What follows belongs to an exercise in optimizing a design on an open flow for small area and a short achievable clock period; a production flow would make more cautious choices. Only simulation tests tie the RTL to the original design; equivalence was not proved. Power and IR drop assume default switching activity.

Design riscv_barrel_core, start of the top module:
module riscv_barrel_core (
  input  wire                    clk,
  input  wire                    reset,
  input  wire rv_pkg::word_t     i_rom_instr,
  output logic                   o_rom_en,
  output rv_pkg::thread_t        o_rom_thread,
  output rv_pkg::rom_addr_t      o_rom_addr,
  output logic                   o_wb_en,
  output rv_pkg::thread_t        o_wb_thread,
  output rv_pkg::reg_idx_t       o_wb_addr,
  output rv_pkg::word_t          o_wb_data
);
  logic       start;
  logic [1:0] thread_cnt;
  logic       d_valid;
  logic       e_valid;
  always_ff @(posedge clk) begin
    if (reset) begin
      start      <= 1'b0;
      thread_cnt <= '0;
      d_valid    <= 1'b0;
      e_valid    <= 1'b0;
    end else begin
      start      <= 1'b1;
      if (start) thread_cnt <= thread_cnt + 1'b1;
      d_valid    <= start;
      e_valid    <= d_valid;
    end
  end
  assign o_rom_en     = start;
  assign o_rom_thread = thread_cnt;
  logic [1:0] wb_thread;
  always_ff @(posedge clk) wb_thread <= thread_cnt + 2'd2;
  assign o_wb_thread  = wb_thread;
  logic [31:1] pc_f, pc_d, pc_e, pc_w;
  logic [31:1] w_tgt;
  logic        w_upd, w_jump;
  always_ff @(posedge clk) begin
    pc_d <= pc_f;
    pc_e <= pc_d;
    pc_f <= w_upd ? (w_jump ? w_tgt : pc_w) : '0;
  end
  assign o_rom_addr = pc_f[7:2];
  logic [31:0] rf_f [1:31];
  logic [31:0] rf_d [1:31];
  logic [31:0] rf_e [1:31];
  logic [31:0] rf_w [1:31];
  logic [31:1] w_sel;
  logic [2:0]  ring_cnt;
  ...
Size in the first run: roughly 4300 flip-flops, roughly 83 I/O pins, roughly 110000 µm² of cells after synthesis.
export LEC_CHECK = 0
export CAP_MARGIN = 20
export CORE_MARGIN = 2
export CORE_UTILIZATION = 55
export CTS_CLUSTER_DIAMETER = 100
export CTS_CLUSTER_SIZE = 25
export PLACE_DENSITY = 0.68
export SETUP_SLACK_MARGIN = 3.2
export SLEW_MARGIN = 20
create_clock -name core_clock -period 6.0 [get_ports {clk}]
run.sh (not shown) runs the stock make flow with config.mk's settings and CLKGATE_MAP_FILE= SYNTH_SCRIPT=/design/flow/synth_recipe.tcl, a recipe that flattens the netlist after the stock synthesis.
Next try:
--- a/flow/design.v
+++ b/flow/design.v
@@ -79,27 +79,26 @@
     pc_f <= w_upd ? (w_jump ? w_tgt : pc_w) : '0;
   end
   assign o_rom_addr = pc_f[7:2];
   logic [31:0] rf_f [1:31];
   logic [31:0] rf_d [1:31];
   logic [31:0] rf_e [1:31];
   logic [31:0] rf_w [1:31];
-  logic [31:1] w_sel;
   logic [2:0]  ring_cnt;
   logic        rd_phase;
   logic [31:0] wr_data;
   always_ff @(posedge clk) ring_cnt <= ring_cnt + 3'd1;
   assign rd_phase = ring_cnt[2];
   assign wr_data  = o_wb_data ^ {32{~(ring_cnt[2] ^ (ring_cnt[1]))}};
   always_ff @(posedge clk) begin
     for (int r = 1; r < 32; r++) begin
       rf_d[r] <= rf_f[r];
       rf_e[r] <= rf_d[r];
       rf_w[r] <= rf_e[r];
-      rf_f[r] <= ~(w_sel[r] ? wr_data : rf_w[r]);
+      rf_f[r] <= ~((o_wb_en && o_wb_addr == 5'(r)) ? wr_data : rf_w[r]);
     end
   end
   logic [31:0] instr;
   logic [6:0]  opcode;
   logic [2:0]  funct3;
   logic [4:0]  rd, rs1, rs2;
   logic        is_op, is_opi, is_lui, is_jal, is_br;
@@ -223,17 +222,14 @@
     if (reset) begin
       o_wb_en <= 1'b0;
       w_upd   <= 1'b0;
     end else begin
       o_wb_en <= e_valid && e_we;
       w_upd   <= e_valid;
     end
-    for (int r = 1; r < 32; r++) begin
-      w_sel[r] <= !reset && e_valid && e_we && e_rd == 5'(r);
-    end
     w_jump    <= jump;
     w_tgt     <= pc_tgt;
     pc_w      <= pc_plus4;
     o_wb_addr <= e_rd;
     o_wb_data <= res;
   end
 endmodule
Routed wire length goes down by a few percent.
Register-to-register slack got worse by 200 ps.
Worst setup slack improved by 190 ps.
Utilization goes down by 0.51 points.
Cell area goes down slightly.
Via count goes down slightly.
Sequential power hardly moves.
Clock skew goes down by 19 ps.
Hold slack got worse by 7.4 ps.

## static timing again, ports no longer ideal
The results above use ideal ports. As a check the final layouts listed here were re-extracted and re-timed, cells and wires unchanged.
Step 1: set_driving_cell puts a clkbuf_16 on clk and a buf_2 on each other input, an assumption about the parent block.
Step 2 moves the port delays by t, midway between the first and last clock arrival at a register: inputs arrive t later, outputs are due t later. That takes back most of the time a late clock gives input paths.
Slacks: no drivers / after step 1 / after step 2; pairs: no drivers / after step 1.
run | t (ns) | setup slack, ns | cell pins on the clock port's net
the first run | 1.006 | 2.817 / 2.866 / 1.859 | 1
the second run | 1.006 | 3.006 / 3.033 / 2.031 | 1
After both steps every run listed still meets setup and hold. The setup slack of the second run, which loses most, moves by +0.027 ns with the drivers and by -0.975 ns with both steps.
